Background: an optimization exercise with open tools, aiming at a short achievable clock period and few clock cycles. Do not read the settings as production practice. Function was checked by simulation only, so behaviour that the tests miss may differ from the original. No activity file was given, so power comes from the tool's default toggle rates.

## flow/design.v (module list and top-level ports; edited modules follow where they fit)
// module instrDecoder: 26 lines
// module regRead: 23 lines
// module execUnit: 85 lines
// module mulStage1: 2767 lines
// module mulStage2: 580 lines
// module tenyrCore: 328 lines
module tenyrCore #(
    parameter tenyrPkg::wordT resetVector = tenyrPkg::defaultResetVector
) (
    input  logic           clk,
    input  logic           reset_n,
    input  logic           enable,
    output tenyrPkg::wordT instrAddr,
    input  tenyrPkg::wordT instrData,
    output tenyrPkg::wordT dataAddr,
    output logic           dataWe,
    output tenyrPkg::wordT dataOut,
    input  tenyrPkg::wordT dataIn,
    input  logic           haltReq,
    output logic           halted
);
  // ...
==> flow/flow/run.sh <==
#!/bin/bash
cp standard.sh standard.sh.txt
cp config.mk config.mk.orig.txt
echo "export SETUP_SLACK_MARGIN = 7" >> config.mk
bash standard.sh > standard.log 2>&1
==> flow/standard.sh <==
#!/bin/bash
# synth_recipe.tcl (not shown) runs the flow's synth.tcl, then flattens the netlist and writes it again
# the make line also repeats each setting of config.mk as NAME=value (left out here)
make -C /OpenROAD-flow-scripts/flow DESIGN_CONFIG=/design/flow/config.mk WORK_HOME=/design/flow/orfs CLKGATE_MAP_FILE= SYNTH_SCRIPT=/design/flow/synth_recipe.tcl "${@:-finish}"
==> flow/config.mk <==
export PLATFORM = sky130hd
export DESIGN_NAME = tenyrCore
export DESIGN_NICKNAME = tenyrCore
export VERILOG_FILES = /design/flow/design.v
export SDC_FILE = /design/flow/constraint.sdc
export NUM_CORES = 4
export LEC_CHECK = 0
export ABC_CLOCK_PERIOD_IN_PS = 5000
export CAP_MARGIN = 40
export CORE_MARGIN = 2
export CORE_UTILIZATION = 40
export SLEW_MARGIN = 40
export SETUP_SLACK_MARGIN = 7
==> flow/constraint.sdc <==
create_clock -name core_clock -period 12.5 [get_ports {clk}]
set_input_delay 2.5000 -clock core_clock [delete_from_list [all_inputs] [get_ports {clk}]]
set_output_delay 2.5000 -clock core_clock [all_outputs]
set_load 0.01 [all_outputs]
==> flow_summary.json, run 1 <==
{
  "reg2reg_from": "fwdAddend$_SDFFCE_PP0P_",
  "synth-main-ff-cell": "edfxtp_1",
  "switchingPower_mw": 6.40,
  "place_area_mm2": 0.108,
  "cp-endpoint": "fetchPc[8]$_SDFFE_PN0P_",
  "yosysMostFrequentCell": "edfxtp_1",
  "r2r_slack_ps": 6080,
  "grt_pass1_wl_um": 715000,
  "nWellTaps": 3330,
  "clkbuf_count": 210,
  "dp_cells": 13600,
  "ioPinCount": 166,
  "ff2ff_path_depth": 16,
  "clock_sinks": 1388,
  "die_y_um": 503,
  "internal_power_mw": 10.7,
  "grtUsageTotal_pct": 40.7,
  "wl_met2_um": 221000,
  "highest_layer": "met5",
  "async_reset_ff_share_pct": 0,
  "synth_seq_cells": 1388,
  "nNetsFinal": 11800,
  "drtPass1Iterations": 10,
  "ys_top_cells_by_count": "edfxtp_1 (1220), nor2_1 (1189), inv_1 (1067)",
  "multi_input_area_mm2": 0.0598,
  "place_ws_ps": 3350,
  "maxCapViolations": 0,
  "cpMostUsedCell": "nand4_1",
  "outcome": "complete, no violations",
  "grt_use_met3_pct": 12.0,
  "globalRouteOverflowTotal": 0,
  "hold_path.class": "register to register",
  "leakagePower_nw": 47.8,
  "synth_adder_area_share_pct": 15.0,
  "n_all_buffers": 1062,
  "syn_inst": 10300
}
Testbench counts, summed over its fixed seeds: cycles 43,278.
==> run 2, diff against run 1 <==
--- a/flow/config.mk
+++ b/flow/config.mk
@@ -5,7 +5,7 @@
 export SDC_FILE = /design/flow/constraint.sdc
 export NUM_CORES = 4
 export LEC_CHECK = 0
-export ABC_CLOCK_PERIOD_IN_PS = 5000
+export ABC_CLOCK_PERIOD_IN_PS = 2500
 export CAP_MARGIN = 40
 export CORE_MARGIN = 2
 export CORE_UTILIZATION = 40
==> run 2 against run 1 <==
- clock skew unchanged
- fmax unchanged
- sequential cell count unchanged
- critical path type unchanged
- sequential power about the same
- synthesized cell count unchanged
- critical endpoint unchanged
- first-iteration DRC count unchanged
==> flow_summary.json, run 2 <==
{
  "highest_layer": "met5",
  "cts_tree": "built",
  "grt_max_degree": 134,
  "yosys.area.top_type": "edfxtp_1",
  "relSlewSlack_pct": 29.4,
  "syn_avg_cell_area_um2": 9.68,
  "maxCapViolations": 0,
  "setup_ws_ps": 6080,
  "drtIter0Drc": 15200,
  "die_width_um": 503,
  "initial_core_util_pct": 40.1,
  "ioPinCount": 166,
  "cts.clk_slew.worst_paths_ps": 60,
  "place_congestion": 1.07,
  "synth_seq_cells": 1388,
  "cellPowerDensity_mw_per_mm2": 138,
  "h-tree-depth": 4,
  "drive_gt1_share_pct": 21.0,
  "synth_top_area_share_pct": 36.8,
  "wl_met3_um": 66000,
  "fin_area_mm2": 0.125,
  "fp-row-count": 183,
  "grt_pass1_wl_um": 715000,
  "place_ws_ps": 3350,
  "fin_setup_tns_ps": 0,
  "setup_violations": 0,
  "rsz0062_at_grt": "yes",
  "slew_viol_final": 0,
  "die_y_um": 503,
  "leakagePower_nw": 47.8,
  "grtUsageTotal_pct": 40.7,
  "place_area_mm2": 0.108,
  "seq_area_frac_synth_pct": 40.2,
  "viasPerCell": 6.44,
  "antenna_found_initial": 46,
  "async_reset_ff_share_pct": 0,
  "max_freq_mhz": 156,
  "synth_nets": 11200,
  "yosys-top-cells-area": "edfxtp_1 (37%), fa_1 (12%), nor2_1 (4.5%)",
  "crit_type": "register to register",
  "fin_crit_ps": 6420,
  "crit_chain": "buf_16 -> mux2i_1 -> inv_1 -> fa_1 -> o21ai_1 -> fa_2 -> xor2_4 -> nand4_1 -> nor4_2 -> nand4_1 -> o21ai_2 -> a31oi_4 -> clkbuf_16 -> buf_4 -> a211o_1 -> a32o_1",
  "layout_common_cells": "edfxtp_1 (1220), nor2_1 (1100), inv_1 (1028), nand2_1 (725), buf_4 (648)",
  "worst_pin_slew_ps": 1050,
  "syn_inst": 10300,
  "clock_sinks": 1388,
  "first_global_vias": 87100,
  "syn_area_mm2": 0.0996,
  "synth-edff-count": 1220,
  "layout_commonest_cell": "edfxtp_1",
  "ys_top_cells_by_count": "edfxtp_1 (1220), nor2_1 (1189), inv_1 (1067)",
  "whs_ps": 447,
  "crit_fanout": 17,
  "hold_viol_final": 0,
  "synth-main-ff-cell": "edfxtp_1",
  "antenna_left": 0,
  "synth_warnings": 5,
  "fin_crit_sh_pct": 51.4,
  "slowest_stage": "o21ai_1",
  "total_power_mw": 17.1,
  "drtPass1Iterations": 10,
  "largest_register": "regs",
  "wl_met1_um": 200000,
  "clk_latency_ps": 890,
  "largestRegisters": "regs x448, memMulRows x182, mulRows x182",
  "cts_made_buffers": 168,
  "dp_hpwl_um": 378000,
  "largest_reg_flops": 448,
  "ys_types": 88,
  "peakVddDrop_v": 0.000129,
  "core-area_mm2": 0.248,
  "crit_path_end_kind": "register",
  "port_buffers": 165,
  "globalRouteOverflowTotal": 0,
  "outcome": "complete, no violations",
  "finClkSkew_ps": 73.6,
  "nNetsFinal": 11800,
  "die-area_mm2": 0.253,
  "area_growth_pct": 25.1,
  "timing.critical_path.slowest_cell_delay_ps": 730,
  "yosysMostFrequentCell": "edfxtp_1",
  "cpMostUsedCell": "nand4_1",
  "wirelength_um": 534000,
  "arrival_ps": 7180,
  "vias": 92700,
  "drc_errors": 0,
  "clockBufferDepth": 3,
  "hold_path.class": "register to register",
  "root_buffer": "clkbuf_16",
  "wl_per_cell_um": 37.1,
  "worstSetupStartpointType": "register",
  "required_ps": 13260,
  "wl_met2_um": 221000
}
[run 2: cell counts in the layout (fill, tap and decap cells not counted)]
Identical to the previous run, type by type.
[run 2: critical path: cells and delay by family (launching register included)]
kind,cells,cell delay [ps]
compound gates,5,1630
fa+ha+maj,2,1230
buf+inv,4,1200
simple gates,3,850
mux,1,620
flops,1,420
xor+xnor,1,310
[run 2: area by class of cell]
class                      instances  area [um2]
inverter                        1075        4180
fill                           22600      124000
sequential                      1388       40000
clock buffer                     210        4510
clock inverter                    99        1210
timing repair buffer            1062       10700
tap                             3330        4170
antenna                           26        65.1
multi-input combinational       7202       59800
[run 2: path summary, 6_finish.rpt]
check	from	to	slack (ps)	cells after the start
worst max-delay path	fwdAddend$_SDFFCE_PP0P_	fetchPc[8]$_SDFFE_PN0P_	6080	16
worst min-delay path	exPc[5]$_DFFE_PP_	condIndex[5]$_DFFE_PP_	450	0
worst max register to register	fwdAddend$_SDFFCE_PP0P_	fetchPc[8]$_SDFFE_PN0P_	6080	16
worst min register to register	exPc[5]$_DFFE_PP_	condIndex[5]$_DFFE_PP_	450	0
[run 2: repair_timing]
action / CTS / global route
endpoints found under the setup margin: 576 / 374
buffers inserted: 243 / 190
hold endpoints to repair: 0 / 0
hold buffers: 0 / 0
pin swaps: 159 / 298
resized for setup: 844 / 649
gates cloned: 23 / 25
[run 2: cell families (layout without fill, tap and decap cells)]
| family | after synthesis | count (layout) | synth area share, % |
|---|---|---|---|
| muxes | 381 | 382 | 4.01 |
| buffers and inverters | 1702 | 2446 | 6.44 |
| other | 0 | 26 | 0 |
| adders and majority gates | 821 | 821 | 15.0 |
| and+or+nand+nor | 2804 | 2805 | 12.6 |
| xor gates and xnor gates | 415 | 415 | 3.65 |
| AOI/OAI and AO/OA | 2775 | 2779 | 18.2 |
| DFF | 1388 | 1388 | 40.2 |
[run 2: metal layers]
| metal | vias up | track usage, % |
|---|---|---|
| met5 | - | 0 |
| met4 | 30 | 27.9 |
| met3 | 1574 | 12.0 |
| met1 | 46200 | 52.7 |
| met2 | 6996 | 58.5 |
| li1 | 37900 | - |
[run 2: per-stage QoR]
| step | std cells | utilization [%] |
|---|---|---|
| 6_report | 14400 | 50.2 |
| 5_1_grt | 14400 | 50.2 |
| 4_1_cts | 14200 | 48.2 |
| 3_5_place_dp | 13600 | 43.4 |
| 3_3_place_gp | 13600 | 43.1 |
| 2_1_floorplan | 10300 | - |
[run 2: power by group]
group	leakage [nW]	total (mW)	switching (mW)	internal, mW
sequential	12.6	5.66	0.128	5.53
clock	2.79	5.21	2.25	2.96
combinational	32.4	6.27	4.03	2.25
==> module execUnit, before the edit <==
module execUnit (
    input  logic             clk,
    input  tenyrPkg::opcodeT opcode,
    input  logic             mulBusy,
    input  logic [6*32-1:0]  mulRows,
    input  tenyrPkg::wordT   left,
    input  tenyrPkg::wordT   right,
    input  logic [4:0]       shamtN,      
    input  tenyrPkg::wordT   addend,
    input  tenyrPkg::wordT   predNext,
    output tenyrPkg::wordT   rhs,
    output logic             rhsIsPred,   
    output logic             cmpBit       
);
    tenyrPkg::wordT opResult;
    tenyrPkg::wordT mulSum;
    logic signedLt;
    logic signedGt;
    logic isEqual;
    logic bigShift;
    logic addSub;
    logic isSub;
    logic flagOp;      
    logic flagSet;     
    assign signedLt = $signed(left) < $signed(right);
    assign signedGt = $signed(left) > $signed(right);
    assign isEqual  = (left == right);
    assign bigShift = |right[31:5];
    assign cmpBit   = (opcode == tenyrPkg::opLt) ? signedLt :
                      (opcode == tenyrPkg::opGt) ? signedGt :
                      (opcode == tenyrPkg::opEq) ? isEqual : !isEqual;
    always_comb begin
        case (opcode)
            tenyrPkg::opLt, tenyrPkg::opEq, tenyrPkg::opGt, tenyrPkg::opNe,
            4'h4, 4'hf: flagOp = 1'b1;
            default:    flagOp = 1'b0;
        endcase
    end
    assign flagSet = cmpBit && ((opcode == tenyrPkg::opLt) || (opcode == tenyrPkg::opGt) ||
                                (opcode == tenyrPkg::opEq) || (opcode == tenyrPkg::opNe));
    always_comb begin
        case (opcode)
            tenyrPkg::opOr:     opResult = left | right;
            tenyrPkg::opAnd:    opResult = left & right;
            tenyrPkg::opShl:    opResult = bigShift ? '0 : (left << ~shamtN);
            tenyrPkg::opAndNot: opResult = left & ~right;
            tenyrPkg::opXor:    opResult = left ^ right;
            tenyrPkg::opXnor:   opResult = left ^ ~right;
            tenyrPkg::opShr:    opResult = bigShift ? '0 : (left >> ~shamtN);
            default:            opResult = '0;   
        endcase
    end
    tenyrPkg::wordT rightX;
    tenyrPkg::wordT csaSum;
    tenyrPkg::wordT csaCarry;
    tenyrPkg::wordT sumA;
    tenyrPkg::wordT sumB;
    assign isSub    = (opcode == tenyrPkg::opSub);
    assign addSub   = (opcode == tenyrPkg::opAdd) || isSub;
    assign rightX   = isSub ? ~right : right;
    assign csaSum   = left ^ rightX ^ addend;
    assign csaCarry = (left & rightX) | (left & addend) | (rightX & addend);
    assign sumA     = addSub ? csaSum : opResult;
    assign sumB     = addSub ? {csaCarry[30:0], isSub} : addend;
    tenyrPkg::wordT needCarry;
    tenyrPkg::wordT makeCarry;
    logic           sumIsPred;
    assign needCarry = sumA ^ sumB ^ predNext;
    assign makeCarry = (sumA & sumB) | ((sumA ^ sumB) & ~predNext);
    assign sumIsPred = (needCarry == {makeCarry[30:0], 1'b0});
    tenyrPkg::wordT addendDec;
    tenyrPkg::wordT predInc;
    assign addendDec = addend - 32'd1;
    assign predInc   = predNext + 32'd1;
    assign rhsIsPred = !flagOp ? sumIsPred :
                       flagSet ? (addend == predInc) : (addend == predNext);
    mulStage2 u_mul2 (.rows(mulRows), .sum(mulSum));
    tenyrPkg::wordT sum;
    tenyrPkg::wordT other;
    logic           useSum;
    assign sum    = sumA + sumB;
    assign useSum = !mulBusy && !flagOp;
    assign other  = mulBusy ? mulSum : flagSet ? addendDec : addend;
    assign rhs    = useSum ? sum : other;
endmodule
==> module tenyrCore, before the edit <==
module tenyrCore #(
    parameter tenyrPkg::wordT resetVector = tenyrPkg::defaultResetVector
) (
    input  logic           clk,
    input  logic           reset_n,
    input  logic           enable,
    output tenyrPkg::wordT instrAddr,
    input  tenyrPkg::wordT instrData,
    output tenyrPkg::wordT dataAddr,
    output logic           dataWe,
    output tenyrPkg::wordT dataOut,
    input  tenyrPkg::wordT dataIn,
    input  logic           haltReq,
    output logic           halted
);
    tenyrPkg::wordT fetchPc;       
    tenyrPkg::wordT fetchPcInc;    
    tenyrPkg::wordT fetchTarget;   
    tenyrPkg::wordT fetchNext;     
    logic           fetchCond;     
    logic           fetchTaken;    
    logic [1:0]     predCtr [0:63];
    tenyrPkg::wordT exInstr;       
    tenyrPkg::wordT exPcInc;       
    tenyrPkg::wordT exPc;          
    tenyrPkg::wordT exPredNext;    
    logic           exCond;
    logic           exPredTaken;
    logic           exValid;
    logic [15:0]    selZ;          
    tenyrPkg::wordT opLeft;        
    tenyrPkg::wordT opRight;
    tenyrPkg::wordT opAddend;
    tenyrPkg::wordT opZ;
    logic [4:0]     opShamtN;      
    logic           fwdLeft;       
    logic           fwdRight;
    logic           fwdAddend;
    logic           fwdOpZ;
    tenyrPkg::wordT exLeft;        
    tenyrPkg::wordT exRight;
    tenyrPkg::wordT exAddend;
    tenyrPkg::wordT exZ;
    logic [4:0]     exShamtN;
    tenyrPkg::wordT mulLeftN;
    tenyrPkg::wordT mulRightN;
    tenyrPkg::wordT mulAddendN;
    tenyrPkg::wordT mulLeft;
    tenyrPkg::wordT mulRight;
    tenyrPkg::wordT mulAddend;
    logic           mulBusy;       
    logic [6*32-1:0] mulRows;
    logic [6*32-1:0] mulRowsNext;
    logic           memLoad;       
    logic           memMul;        
    logic           memAlu;        
    tenyrPkg::wordT memWb;         
    logic           memStore;      
    tenyrPkg::regIndexT memDest;   
    logic [6*32-1:0] memMulRows;
    tenyrPkg::wordT memMulSum;
    tenyrPkg::wordT memResult;     
    tenyrPkg::wordT regs [1:14];
    assign instrAddr = fetchPc;
    assign dataWe    = memStore && enable;
    tenyrPkg::regIndexT idxZ, idxX, idxY;
    tenyrPkg::opcodeT   opcode;
    tenyrPkg::wordT     imm;
    logic opSwap, isStore, isDeref, isIllegal;
    instrDecoder u_dec (
        .instr       (exInstr),
        .indexZ      (idxZ),
        .indexX      (idxX),
        .indexY      (idxY),
        .opcode      (opcode),
        .immediate   (imm),
        .operandSwap (opSwap),
        .storing     (isStore),
        .derefRhs    (isDeref),
        .branch      (),
        .illegal     (isIllegal)
    );
    tenyrPkg::wordT rhs;
    logic rhsIsPred;
    logic cmpBit;
    logic exCmpExact;    
    execUnit u_exec (
        .clk      (clk),
        .opcode   (opcode),
        .mulBusy  (mulBusy),
        .mulRows  (mulRows),
        .left     (exLeft),
        .right    (exRight),
        .shamtN   (exShamtN),
        .addend   (exAddend),
        .predNext (exPredNext),
        .rhs      (rhs),
        .rhsIsPred(rhsIsPred),
        .cmpBit   (cmpBit)
    );
    assign exLeft   = fwdLeft   ? dataAddr : opLeft;
    assign exRight  = fwdRight  ? dataAddr : opRight;
    assign exShamtN = fwdRight  ? ~dataAddr[4:0] : opShamtN;
    assign exAddend = fwdAddend ? dataAddr : opAddend;
    assign exZ      = fwdOpZ    ? dataAddr : opZ;
    assign mulLeft   = fwdLeft   ? dataAddr : ~mulLeftN;
    assign mulRight  = fwdRight  ? dataAddr : ~mulRightN;
    assign mulAddend = fwdAddend ? dataAddr : ~mulAddendN;
    mulStage1 u_mul1 (.a(mulLeft), .b(mulRight), .c(mulAddend), .rows(mulRowsNext));
    logic running;
    logic loadHazard;
    logic haltNow;
    logic isMul;
    logic mulPlain;     
    logic mulStart;
    logic exGo;         
    logic exJump;       
    logic memJump;      
    logic stall;
    logic exWrite;      
    logic memWrite;     
    assign running = enable && !halted;
    assign loadHazard = (memLoad || memMul) && (memDest != 4'd0) && (memDest != 4'd15) &&
                        ((memDest == idxX) || (memDest == idxY) ||
                         (isStore && (memDest == idxZ)));
    assign haltNow  = exValid && (isIllegal || haltReq);
    assign isMul    = (opcode == tenyrPkg::opMul);
    assign mulPlain = isMul && !isStore && !isDeref;
    assign mulStart = exValid && !loadHazard && !mulBusy &&
                      isMul && (isStore || isDeref);
    assign exGo     = exValid && !haltNow && !loadHazard && !mulStart;
    assign exJump   = exGo && !isStore && !isDeref && !isMul && (idxZ == 4'd15) && !rhsIsPred;
    assign memJump  = (memLoad || memMul) && (memDest == 4'd15);
    assign stall    = exValid && (loadHazard || mulStart);
    assign exCmpExact = exGo && !isStore && !isDeref && !opSwap && (imm == '0) &&
                        ((opcode == tenyrPkg::opLt) || (opcode == tenyrPkg::opEq) ||
                         (opcode == tenyrPkg::opGt) || (opcode == tenyrPkg::opNe));
    assign exWrite  = exGo && !isStore && !isDeref && !isMul && !selZ[0] && !selZ[15];
    logic exWriteFwd;
    assign exWriteFwd = exValid && !loadHazard && !mulStart &&
                        !isStore && !isDeref && !isMul && !selZ[0] && !selZ[15];
    assign memWrite = (memLoad || memMul || memAlu) && (memDest != 4'd0) && (memDest != 4'd15);
    logic fJump;
    logic fUncond;
    logic fFollowCmp;
    assign fetchPcInc  = fetchPc + 32'd1;
    assign fetchTarget = {fetchPcInc[31:12], fetchPcInc[11:0] + instrData[11:0]};
    assign fJump     = !instrData[tenyrPkg::storeBit] && !instrData[tenyrPkg::derefBit] &&
                       (instrData[tenyrPkg::zLsb +: 4] == 4'd15);
    assign fetchCond = fJump && instrData[tenyrPkg::typeBit] &&
                       (instrData[tenyrPkg::yLsb +: 4] == 4'd15);
    assign fUncond   = fJump && !instrData[tenyrPkg::typeBit] &&
                       (((instrData[tenyrPkg::xLsb +: 4] == 4'd15) && (instrData[tenyrPkg::yLsb +: 4] == 4'd0)) ||
                        ((instrData[tenyrPkg::xLsb +: 4] == 4'd0) && (instrData[tenyrPkg::yLsb +: 4] == 4'd15))) &&
                       ((instrData[tenyrPkg::opcodeLsb +: 4] == tenyrPkg::opOr) ||
                        (instrData[tenyrPkg::opcodeLsb +: 4] == tenyrPkg::opAdd) ||
                        (instrData[tenyrPkg::opcodeLsb +: 4] == tenyrPkg::opXor));
    assign fFollowCmp = exCmpExact && (instrData[tenyrPkg::xLsb +: 4] == idxZ);
    assign fetchTaken = fUncond ||
                        (fetchCond && (fFollowCmp ? cmpBit : predCtr[fetchPc[5:0]][1]));
    assign fetchNext  = fetchTaken ? fetchTarget : fetchPcInc;
    tenyrPkg::wordT srcInstr;
    tenyrPkg::wordT srcPcInc;
    assign srcInstr = instrData;
    assign srcPcInc = fetchPcInc;
    logic [14*32-1:0] regsFlat;
    always_comb begin
        for (int i = 1; i <= 14; i++) begin
            regsFlat[(i-1)*32 +: 32] = regs[i];
        end
    end
    tenyrPkg::regIndexT srcX, srcY, srcZ;
    assign srcX = srcInstr[tenyrPkg::xLsb +: 4];
    assign srcY = srcInstr[tenyrPkg::yLsb +: 4];
    assign srcZ = srcInstr[tenyrPkg::zLsb +: 4];
    tenyrPkg::wordT baseX, baseY, baseZ;
    regRead u_rdX (.regsFlat(regsFlat), .index(srcX), .pcValue(srcPcInc),
                   .fwdMem(memWrite && memDest == srcX), .memValue(memWb), .value(baseX));
    regRead u_rdY (.regsFlat(regsFlat), .index(srcY), .pcValue(srcPcInc),
                   .fwdMem(memWrite && memDest == srcY), .memValue(memWb), .value(baseY));
    regRead u_rdZ (.regsFlat(regsFlat), .index(srcZ), .pcValue(srcPcInc),
                   .fwdMem(memWrite && memDest == srcZ), .memValue(memWb), .value(baseZ));
    logic fwdX, fwdY, fwdZ;    
    assign fwdX = exWriteFwd && (idxZ == srcX);
    assign fwdY = exWriteFwd && (idxZ == srcY);
    assign fwdZ = exWriteFwd && (idxZ == srcZ);
    tenyrPkg::wordT srcImm;
    logic           srcSwap;
    assign srcImm  = {{20{srcInstr[11]}}, srcInstr[11:0]};
    assign srcSwap = srcInstr[tenyrPkg::typeBit];
    logic refX, refY, refZ;
    assign refX = memWrite && (memDest == idxX);
    assign refY = memWrite && (memDest == idxY);
    assign refZ = memWrite && (memDest == idxZ);
    always_ff @(posedge clk) begin
        if (running) begin
            if (!stall) begin
                opLeft    <= baseX;
                opRight   <= srcSwap ? srcImm : baseY;
                opShamtN  <= ~(srcSwap ? srcImm[4:0] : baseY[4:0]);
                opAddend  <= srcSwap ? baseY : srcImm;
                opZ       <= baseZ;
                mulLeftN   <= ~baseX;
                mulRightN  <= ~(srcSwap ? srcImm : baseY);
                mulAddendN <= ~(srcSwap ? baseY : srcImm);
                fwdLeft   <= fwdX;
                fwdRight  <= fwdY && !srcSwap;
                fwdAddend <= fwdY && srcSwap;
                fwdOpZ    <= fwdZ;
            end else begin
                opLeft    <= refX ? memWb : exLeft;
                opRight   <= (refY && !opSwap) ? memWb : exRight;
                opShamtN  <= (refY && !opSwap) ? ~memWb[4:0] : exShamtN;
                opAddend  <= (refY && opSwap) ? memWb : exAddend;
                opZ       <= refZ ? memWb : exZ;
                mulLeftN   <= ~(refX ? memWb : mulLeft);
                mulRightN  <= ~((refY && !opSwap) ? memWb : mulRight);
                mulAddendN <= ~((refY && opSwap) ? memWb : mulAddend);
                fwdLeft   <= 1'b0;
                fwdRight  <= 1'b0;
                fwdAddend <= 1'b0;
                fwdOpZ    <= 1'b0;
            end
        end
    end
    always_ff @(posedge clk) begin
        if (!reset_n) begin
            fetchPc    <= resetVector;
            exValid    <= 1'b0;
            mulBusy    <= 1'b0;
            memLoad    <= 1'b0;
            memMul     <= 1'b0;
            memAlu     <= 1'b0;
            memStore   <= 1'b0;
            halted     <= 1'b0;
        end else if (running) begin
            memLoad  <= exGo && !isStore && isDeref;
            memMul   <= exGo && mulPlain;
            memAlu   <= exWrite;
            memStore <= exGo && isStore;
            mulBusy  <= mulStart;
            if (exJump) begin
                fetchPc    <= rhs;
                exValid    <= 1'b0;
            end else if (memJump) begin
                fetchPc    <= memResult;
                exValid    <= 1'b0;
            end else if (haltNow) begin
                fetchPc  <= exPc;
                halted   <= 1'b1;
                memLoad  <= 1'b0;
                memMul   <= 1'b0;
                memAlu   <= 1'b0;
                memStore <= 1'b0;
            end else if (exGo && (isDeref || mulPlain) && !isStore && idxZ == 4'd15) begin
                exValid    <= 1'b0;
            end else if (!stall) begin
                fetchPc    <= fetchNext;
                exValid    <= 1'b1;
            end
        end
    end
    always_ff @(posedge clk) begin
        if (running && !stall) begin
            exInstr     <= instrData;
            exPc        <= fetchPc;
            exPcInc     <= fetchPcInc;
            exPredNext  <= fetchNext;
            exCond      <= fetchCond;
            exPredTaken <= fetchTaken;
            for (int i = 0; i < 16; i++) begin
                selZ[i] <= (instrData[tenyrPkg::zLsb +: 4] == 4'(i));
            end
        end
    end
    always_ff @(posedge clk) begin
        if (running && mulStart) begin
            mulRows <= mulRowsNext;
        end
    end
    always_ff @(posedge clk) begin
        if (running && exGo && mulPlain) begin
            memMulRows <= mulRowsNext;
        end
    end
    mulStage2 u_memMul (.rows(memMulRows), .sum(memMulSum));
    assign memResult = memMul ? memMulSum : dataIn;
    assign memWb     = memAlu ? dataAddr : memResult;
    always_ff @(posedge clk) begin
        if (running && exGo) begin
            memDest  <= idxZ;
            dataAddr <= (isDeref || !isStore) ? rhs : exZ;
            dataOut  <= isDeref ? exZ : rhs;
        end
    end
    logic       condDone;
    logic       condTaken;
    logic [5:0] condIndex;
    always_ff @(posedge clk) begin
        if (!reset_n) begin
            condDone <= 1'b0;
        end else if (running) begin
            condDone  <= exGo && exCond;
            condTaken <= exPredTaken ^ exJump;   
            condIndex <= exPc[5:0];
        end
    end
    always_ff @(posedge clk) begin
        for (int i = 0; i < 64; i++) begin
            if (!reset_n) begin
                predCtr[i] <= 2'b10;
            end else if (running && condDone && condIndex == 6'(i)) begin
                if (condTaken && predCtr[i] != 2'b11) begin
                    predCtr[i] <= predCtr[i] + 2'b01;
                end else if (!condTaken && predCtr[i] != 2'b00) begin
                    predCtr[i] <= predCtr[i] - 2'b01;
                end
            end
        end
    end
    always_ff @(posedge clk) begin
        for (int i = 1; i <= 14; i++) begin
            if (running && memWrite && memDest == 4'(i)) begin
                regs[i] <= memWb;
            end
        end
    end
endmodule
==> run 3, diff against run 2 <==
--- a/flow/design.v
+++ b/flow/design.v
@@ -151,19 +151,21 @@
     tenyrPkg::wordT csaCarry;
     tenyrPkg::wordT sumA;
     tenyrPkg::wordT sumB;
+    logic           sumCin;
     assign isSub    = (opcode == tenyrPkg::opSub);
     assign addSub   = (opcode == tenyrPkg::opAdd) || isSub;
     assign rightX   = isSub ? ~right : right;
     assign csaSum   = left ^ rightX ^ addend;
     assign csaCarry = (left & rightX) | (left & addend) | (rightX & addend);
     assign sumA     = addSub ? csaSum : opResult;
-    assign sumB     = addSub ? {csaCarry[30:0], isSub} : addend;
+    assign sumB     = addSub ? {csaCarry[30:0], 1'b0} : addend;
+    assign sumCin   = isSub;
     tenyrPkg::wordT needCarry;
     tenyrPkg::wordT makeCarry;
     logic           sumIsPred;
     assign needCarry = sumA ^ sumB ^ predNext;
     assign makeCarry = (sumA & sumB) | ((sumA ^ sumB) & ~predNext);
-    assign sumIsPred = (needCarry == {makeCarry[30:0], 1'b0});
+    assign sumIsPred = (needCarry == {makeCarry[30:0], sumCin});
     tenyrPkg::wordT addendDec;
     tenyrPkg::wordT predInc;
     assign addendDec = addend - 32'd1;
@@ -171,13 +173,9 @@
     assign rhsIsPred = !flagOp ? sumIsPred :
                        flagSet ? (addend == predInc) : (addend == predNext);
     mulStage2 u_mul2 (.rows(mulRows), .sum(mulSum));
-    tenyrPkg::wordT sum;
-    tenyrPkg::wordT other;
-    logic           useSum;
-    assign sum    = sumA + sumB;
-    assign useSum = !mulBusy && !flagOp;
-    assign other  = mulBusy ? mulSum : flagSet ? addendDec : addend;
-    assign rhs    = useSum ? sum : other;
+    assign rhs = mulBusy ? mulSum :
+                 !flagOp ? (sumA + sumB + {31'd0, sumCin}) :
+                 flagSet ? addendDec : addend;
 endmodule
 `default_nettype wire
 module mulStage1 (
@@ -3573,12 +3571,6 @@
     tenyrPkg::wordT exAddend;
     tenyrPkg::wordT exZ;
     logic [4:0]     exShamtN;
-    tenyrPkg::wordT mulLeftN;
-    tenyrPkg::wordT mulRightN;
-    tenyrPkg::wordT mulAddendN;
-    tenyrPkg::wordT mulLeft;
-    tenyrPkg::wordT mulRight;
-    tenyrPkg::wordT mulAddend;
     logic           mulBusy;       
     logic [6*32-1:0] mulRows;
     logic [6*32-1:0] mulRowsNext;
@@ -3634,10 +3626,7 @@
     assign exShamtN = fwdRight  ? ~dataAddr[4:0] : opShamtN;
     assign exAddend = fwdAddend ? dataAddr : opAddend;
     assign exZ      = fwdOpZ    ? dataAddr : opZ;
-    assign mulLeft   = fwdLeft   ? dataAddr : ~mulLeftN;
-    assign mulRight  = fwdRight  ? dataAddr : ~mulRightN;
-    assign mulAddend = fwdAddend ? dataAddr : ~mulAddendN;
-    mulStage1 u_mul1 (.a(mulLeft), .b(mulRight), .c(mulAddend), .rows(mulRowsNext));
+    mulStage1 u_mul1 (.a(exLeft), .b(exRight), .c(exAddend), .rows(mulRowsNext));
     logic running;
     logic loadHazard;
     logic haltNow;
@@ -3731,9 +3720,6 @@
                 opShamtN  <= ~(srcSwap ? srcImm[4:0] : baseY[4:0]);
                 opAddend  <= srcSwap ? baseY : srcImm;
                 opZ       <= baseZ;
-                mulLeftN   <= ~baseX;
-                mulRightN  <= ~(srcSwap ? srcImm : baseY);
-                mulAddendN <= ~(srcSwap ? baseY : srcImm);
                 fwdLeft   <= fwdX;
                 fwdRight  <= fwdY && !srcSwap;
                 fwdAddend <= fwdY && srcSwap;
@@ -3744,9 +3730,6 @@
                 opShamtN  <= (refY && !opSwap) ? ~memWb[4:0] : exShamtN;
                 opAddend  <= (refY && opSwap) ? memWb : exAddend;
                 opZ       <= refZ ? memWb : exZ;
-                mulLeftN   <= ~(refX ? memWb : mulLeft);
-                mulRightN  <= ~((refY && !opSwap) ? memWb : mulRight);
-                mulAddendN <= ~((refY && opSwap) ? memWb : mulAddend);
                 fwdLeft   <= 1'b0;
                 fwdRight  <= 1'b0;
                 fwdAddend <= 1'b0;
@@ -3770,10 +3753,7 @@
             memAlu   <= exWrite;
             memStore <= exGo && isStore;
             mulBusy  <= mulStart;
-            if (exJump) begin
-                fetchPc    <= rhs;
-                exValid    <= 1'b0;
-            end else if (memJump) begin
+            if (memJump) begin
                 fetchPc    <= memResult;
                 exValid    <= 1'b0;
             end else if (haltNow) begin
@@ -3783,6 +3763,9 @@
                 memMul   <= 1'b0;
                 memAlu   <= 1'b0;
                 memStore <= 1'b0;
+            end else if (exJump) begin
+                fetchPc    <= rhs;
+                exValid    <= 1'b0;
             end else if (exGo && (isDeref || mulPlain) && !isStore && idxZ == 4'd15) begin
                 exValid    <= 1'b0;
             end else if (!stall) begin
--- a/flow/config.mk
+++ b/flow/config.mk
@@ -5,7 +5,7 @@
 export SDC_FILE = /design/flow/constraint.sdc
 export NUM_CORES = 4
 export LEC_CHECK = 0
-export ABC_CLOCK_PERIOD_IN_PS = 2500
+export ABC_CLOCK_PERIOD_IN_PS = 5000
 export CAP_MARGIN = 40
 export CORE_MARGIN = 2
 export CORE_UTILIZATION = 40
==> run 3 against run 2 <==
- non-clock buffer count is 50 lower
- worst hold slack better by 69 ps
- worst setup slack worse by 29 ps
- synthesized cell count is 4.5% lower
- critical path type unchanged
- clock skew is 6.1 ps lower
- core utilization is 0.42 points lower
- cell count is 4.9% lower
- critical endpoint is now fetchPc[28]$_SDFFE_PN0P_
==> flow_summary.json, run 3 <==
{
  "outcome": "complete, no violations",
  "viasPerCell": 6.48,
  "fin_setup_tns_ps": 0,
  "die_y_um": 490,
  "fin_area_mm2": 0.117,
  "die_width_um": 490,
  "initial_core_util_pct": 40.2,
  "finClkSkew_ps": 67.5,
  "cpMostUsedCell": "buf_4",
  "synth-edff-count": 1124,
  "synth_nets": 10700,
  "yosys.area.top_type": "edfxtp_1",
  "place_area_mm2": 0.102,
  "async_reset_ff_share_pct": 0,
  "syn_avg_cell_area_um2": 9.61,
  "dp_cells": 12900,
  "relSlewSlack_pct": 28.4,
  "place_ws_ps": 4060,
  "seq_area_frac_synth_pct": 39.3,
  "core-area_mm2": 0.235,
  "arrival_ps": 7220,
  "fin_crit_ps": 6450,
  "worst_pin_slew_ps": 1040,
  "required_ps": 13270,
  "drtIter0Drc": 16000,
  "synth_warnings": 5,
  "whs_ps": 515,
  "nNetsFinal": 11300,
  "clock_sinks": 1292,
  "drive_gt1_share_pct": 18.6,
  "first_global_vias": 84400,
  "drtPass1Iterations": 14,
  "hold_path.class": "register to register",
  "leakagePower_nw": 44.8,
  "place_congestion": 1.05,
  "cts.clk_slew.worst_paths_ps": 60,
  "rsz0062_at_grt": "yes",
  "max_freq_mhz": 155,
  "layout_commonest_cell": "edfxtp_1",
  "crit_family": "compound AO/OA/AOI/OAI gates",
  "die-area_mm2": 0.240,
  "peakVddDrop_v": 0.000114,
  "r2r_slack_ps": 6050,
  "syn_inst": 9827,
  "fin_crit_sh_pct": 51.6,
  "hold_viol_final": 0,
  "ys_top_cells_by_count": "edfxtp_1 (1124), nor2_1 (1090), inv_1 (1027)",
  "synth_top_area_share_pct": 35.7,
  "largest_reg_flops": 448,
  "clkPwrFrac_pct": 28.6,
  "crit_fanout": 22,
  "root_buffer": "clkbuf_16",
  "yosysMostFrequentCell": "edfxtp_1",
  "h-tree-depth": 4,
  "wirelength_um": 491000,
  "synth-main-ff-cell": "edfxtp_1",
  "wl_per_cell_um": 35.9,
  "switchingPower_mw": 5.87,
  "slowest_stage": "edfxtp_1",
  "globalRouteOverflowTotal": 0,
  "grt_pass1_wl_um": 672000,
  "layout_common_cells": "edfxtp_1 (1124), nor2_1 (1020), inv_1 (992), nand2_1 (768), fa_1 (608)",
  "clockBufferDepth": 3,
  "largestRegisters": "regs x448, memMulRows x182, mulRows x182",
  "antenna_found_initial": 53,
  "syn_area_mm2": 0.0945,
  "dp_hpwl_um": 330000,
  "internal_power_mw": 9.79,
  "grt_max_degree": 127,
  "antenna_left": 0,
  "ys_types": 100,
  "crit_path_end_kind": "register",
  "crit_buf_inv": 5,
  "cts_tree": "built",
  "yosys-top-cells-area": "edfxtp_1 (36%), fa_1 (13%), nor2_1 (4.3%)",
  "synth_seq_cells": 1292,
  "setup_violations": 0,
  "largest_register": "regs",
  "timing.critical_path.slowest_cell_delay_ps": 740,
  "ioPinCount": 166,
  "clk_latency_ps": 890,
  "power.share.switching_pct": 37.5,
  "slew_viol_final": 0,
  "maxCapViolations": 0,
  "crit_type": "register to register",
  "area_growth_pct": 23.9,
  "setup_ws_ps": 6050,
  "fp-row-count": 178,
  "port_buffers": 165,
  "fin_cells": 13700,
  "cellPowerDensity_mw_per_mm2": 134,
  "drc_errors": 0,
  "vias": 88700,
  "pwr-share-comb_pct": 37.6,
  "grtUsageTotal_pct": 39.6,
  "worstSetupStartpointType": "register",
  "cts_made_buffers": 150,
  "seq_power_share_pct": 33.8
}
==> run 3: changes by cell type in the layout (fill, tap and decap cells not counted), moves of 45 or more <==
cell,change
edfxtp_1,-96
buf_4,-45
xor2_1,-46
a21o_1,-46
a21oi_1,+79
xnor2_1,+56
mux2_2,-51
nor2_1,-80
==> run 3: cell type report <==
class / instances / area [um2]
inverters: 1052 / 4110
flip-flops and latches: 1292 / 37100
diodes: 29 / 72.6
clock inverters: 83 / 945
fillers: 21300 / 118000
multi-input cells: 6883 / 56600
repair buffers: 1012 / 10300
well taps: 3150 / 3940
clock buffers: 189 / 3960
==> run 3: worst paths after layout <==
path / start / endpoint / cells after the start
worst max-delay path: dataAddr[17]$_DFFE_PP_ / fetchPc[28]$_SDFFE_PN0P_ / 27
worst min-delay path: exPc[5]$_DFFE_PP_ / condIndex[5]$_DFFE_PP_ / 0
worst max register to register: dataAddr[17]$_DFFE_PP_ / fetchPc[28]$_SDFFE_PN0P_ / 27
worst min register to register: exPc[5]$_DFFE_PP_ / condIndex[5]$_DFFE_PP_ / 0
==> run 3: stage by stage <==
stage	util [%]	power (mW)
final	49.8	15.7
after global routing	49.8	16.1
after CTS	48.7	15.3
after detailed placement	43.4	10.3
after global placement	43.2	10.2
after floorplan	-	8.14
==> run 3: per-layer routing <==
layer | GRT usage [%] | wire (um) | part of all wire [%] | up-vias
met4 | 32.8 | 51700 | 11 | 30
met5 | 0 | 217 | 0.044 | -
met2 | 56.6 | 201000 | 41 | 7180
met3 | 14.8 | 67100 | 14 | 2056
li1 | - | - | - | 36100
met1 | 47.3 | 171000 | 35 | 43300
==> run 3: cells by family after synthesis <==
family	count (synthesis)	synth area share, %
mux	334	3.69
simple gates	2698	12.8
fa+ha+maj	834	15.9
buf+inv	1668	6.71
compound gates	2581	17.7
flops	1292	39.3
xor+xnor	420	3.89
==> run 3: repair_timing <==
action	in CTS	in global routing
resized for setup	867	343
cloned	42	8
setup buffers	326	116
hold buffers	0	0
setup endpoints to repair	621	384
pin swaps	175	185
==> run 3: power groups by stage <==
stage | clock network (mW) | logic, mW | registers [mW]
after global routing | 4.66 | 6.17 | 5.29
final | 4.48 | 5.89 | 5.28
after global placement | 0 | 4.81 | 5.37
after detailed placement | 0 | 4.89 | 5.37
after floorplan | 0 | 2.83 | 5.31
after CTS | 4.50 | 5.50 | 5.27
Testbench counts of run 3, summed over its fixed seeds: cycles 43,278.

==> re-timing with driven ports <==
Ports are ideal in the flow. The routed layouts listed here were re-timed in OpenROAD.
Step 1: set_driving_cell puts a clkbuf_16 on clk and a buf_2 on each other input, an assumption about the parent block.
Step 2 adds t to the input delays and takes it off the output delays; t is the mean of the earliest and latest rising clock arrival at the registers after step 1. Input paths then give back, and output paths get back, about the clock's delay inside the block.
Slacks: ideal / step 1 / step 2; pairs: ideal / step 1.
| run | t, ns | slack for setup (ns) | clock arrival spread, ns | worst data-port slew with drivers (ns) |
|---|---|---|---|---|
| run 1 | 0.949 | 6.079 / 6.079 / 5.712 | 0.074 / 0.073 | 0.12 |
| run 2 | 0.949 | 6.079 / 6.079 / 5.712 | 0.074 / 0.073 | 0.12 |
| run 3 | 0.959 | 6.050 / 6.050 / 5.919 | 0.073 / 0.072 | 0.20 |
After both steps setup and hold are still met in every run listed.
